Context: an optimization exercise on an open-source flow, tuned for small area, a short achievable clock period and few clock cycles. The choices shown serve that exercise and are no tape-out recipe.
Only simulation tests tie the RTL to the original design; equivalence was not proved.

## run a
## sixteen_lane_string_hash
module sixteen_lane_string_hash (
  input  wire logic                         clk,
  input  wire logic                         rst,
  input  wire logic                         s_tvalid,
  output      logic                         s_tready,
  input  wire logic [slsh_pkg::S_DATA_W-1:0] s_tdata,    
  input  wire logic                         s_tuser,    
  input  wire logic                         s_tlast,    
  output      logic                         m_tvalid,
  input  wire logic                         m_tready,
  output      logic [slsh_pkg::M_DATA_W-1:0] m_tdata,    
  output      logic                         m_tlast     
);
  localparam int L = slsh_pkg::LANES;
  localparam int W = slsh_pkg::LANE_W;
  logic                r_v, r_user, r_last;
  logic [slsh_pkg::SYM_W-1:0] r_byte;
  logic                k_v, k_user, k_last;
  logic [slsh_pkg::SYM_W-1:0] k_byte;
  slsh_pkg::sym_code_t r_code;    
  logic                in_fire;
  logic                go;        
  logic                take;      
  logic                space_ok;  
  slsh_pkg::sym_code_t [L-1:0] sl_code;
  logic [L-1:0]                sl_user;
  logic [L:0]                  sl_last;
  logic [L-1:0][W-1:0] lanes;
  logic [L-1:0][W-1:0] lanes_upd;
  logic                rst_q;   
  logic                a_v, b_v;
  logic [W-1:0]        a_w, b_w;
  slsh_pkg::lane_idx_t a_i, b_i;
  logic                push, pop;
  logic [W-1:0]        o_w;
  logic [W-1:0]        a_nw;    
  logic [W-1:0]        a_hl;
  slsh_pkg::hex_text_t hex;    
  logic [W/4-1:0]      a_ge;    
  logic                a_last;
  slsh_pkg::lane_idx_t o_i;
  assign r_code   = slsh_pkg::code_of(r_byte);
  assign s_tready = !k_v;
  assign in_fire  = s_tvalid && !k_v;
  assign go       = !b_v;
  assign space_ok = !(|sl_last[L-2:0]);
  assign take     = go && r_v && !sl_last[0] && (!r_last || space_ok);
  always_ff @(posedge clk) begin
    rst_q <= rst;
  end
  always_ff @(posedge clk) begin
    if (rst) begin
      r_v <= 1'b0;
      k_v <= 1'b0;
    end else begin
      if (!r_v || take) begin
        if (k_v) begin
          r_v <= 1'b1;
          k_v <= 1'b0;
  ...
Size: about 8,300 cells after synthesis, ~89,000 sq um of cells after synthesis.
clock: 17.0 ns
lec_check: 0
cap_margin: 20
core_margin: 2
core_utilization: 40
slew_margin: 20
standard.sh (not shown) runs the stock make flow with config.mk's settings and CLKGATE_MAP_FILE= SYNTH_SCRIPT=/design/flow/synth_recipe.tcl, a recipe that flattens the netlist after the stock synthesis.
==> flow/flow/run.sh <==
#!/bin/bash
# Standard layout with two changes:
#  - between synthesis and floorplan, flow/polarity.py pushes inverters through
#    full-adder cells (a full adder is self-dual), removing most of the inverters
#    synthesis leaves between the adders of the carry-save trees; registers are
#    not touched;
#  - timing repair aims for the setup margin in flow/margin (ns) instead of the
#    default, so that the achieved period is pushed below the clock period.
# The constraints (constraint.sdc) are the standard flow's, unchanged.
set -euo pipefail
work=$(pwd)
res=$work/orfs/results/${FLOW_PLATFORM:-sky130hd}/sixteen_lane_string_hash/base
margin=$(cat flow/margin 2>/dev/null || echo 0)
bash standard.sh synth > "$work/synth.log" 2>&1
cp "$res/1_2_yosys.v" "$work/1_2_yosys.orig.v"
python3 flow/polarity.py "$work/1_2_yosys.orig.v" "$res/1_2_yosys.v" > "$work/polarity.log" 2>&1
bash standard.sh "SETUP_SLACK_MARGIN=$margin" finish > "$work/layout.log" 2>&1
test -f out/final.def
Other scripts of this flow, unchanged in this note and not shown: flow/flow/margin, flow/flow/polarity.py
Run a completed every stage of the flow, and the final layout passed the timing, design-rule and antenna checks.
Testbench counts of run a, summed over its fixed seeds: cycles 20,958.
For run b, these inputs were changed with respect to run a:
diff --git a/flow/config.mk b/flow/config.mk
--- a/flow/config.mk
+++ b/flow/config.mk
@@ -6,4 +6,5 @@
 export NUM_CORES = 4
 export LEC_CHECK = 0
+export ABC_CLOCK_PERIOD_IN_PS = 8000
 export CAP_MARGIN = 20
 export CORE_MARGIN = 2
==> comparison <==
- Diff run b..run a | sequential fraction of total cell area | unchanged
- Critical path depth: run b vs run a — no meaningful difference
- Diff run a..run b | finished layout cell area | unchanged
- Between run b and run a, the worst hold slack does not differ in any meaningful way.


Starting RTL as in the previous note.
export LEC_CHECK = 0
export ABC_AREA = 1
export CAP_MARGIN = 20
export CORE_MARGIN = 2
export CORE_UTILIZATION = 40
export SLEW_MARGIN = 20
export TNS_END_PERCENT = 5
create_clock -name core_clock -period 17.0 [get_ports {clk}]
Scripts as last shown in full above: flow/flow/run.sh
Other scripts of this flow, unchanged in this note and not shown: flow/flow/margin, flow/flow/polarity.py
Testbench counts at the start, summed over its fixed seeds: cycles 20,958.
Change:
ABC_AREA = unset   (was 1)
CORE_UTILIZATION = 60   (was 40)
TNS_END_PERCENT = unset   (was 5)
Result:
- The changed run finished clean
- die area shrinks by well over a third
- via count came out lower by roughly a tenth
- setup slack is worse by 0.076 ns
- register-to-register slack loses 0.33 ns
- hold slack is better by 0.013 ns
- wire length went down by a few percent
- maximum frequency went down slightly
- sequential share of layout area climbs by 1.1 points
- core utilization went up by 26 points
- final cell count fell by a quarter to a third
- first-iteration DRC count came out lower by roughly a tenth

afterwards: timing with drivers on the ports:
The results above use ideal ports. As a check the final layouts listed here were re-extracted and re-timed, cells and wires unchanged. Step 1 sets driving cells, clkbuf_16 on the clock port and buf_2 on the other inputs (assumed; they add their load-dependent delay and slew). Step 2 times the ports against the registers' clock, not the clock port: input delays grow and output delays shrink by t, the midpoint of the rising clock arrivals with the driver on. a / b / c = no drivers / after step 1 / after step 2; a / b = the first two.
| run | t (ns) | setup slack, ns | hold WS [ns] | slew at the worst register clock pin (ns) |
|---|---|---|---|---|
| run a | 0.851 | 11.715 / 11.715 / 11.445 | 0.478 / 0.478 / 0.478 | 0.07 / 0.07 |
| run b | 0.851 | 11.715 / 11.715 / 11.445 | 0.478 / 0.478 / 0.478 | 0.07 / 0.07 |
| the first run of note 2 | 0.878 | 11.822 / 11.726 / 11.529 | 0.466 / 0.466 / 0.466 | 0.07 / 0.07 |
| the second run of note 2 | 0.833 | 11.745 / 11.745 / 11.660 | 0.479 / 0.479 / 0.479 | 0.07 / 0.07 |
After both steps setup and hold are still met in every run listed. For the first run of note 2, which loses most, drivers alone change the setup slack by -0.096 ns; drivers and shift together by -0.293 ns.
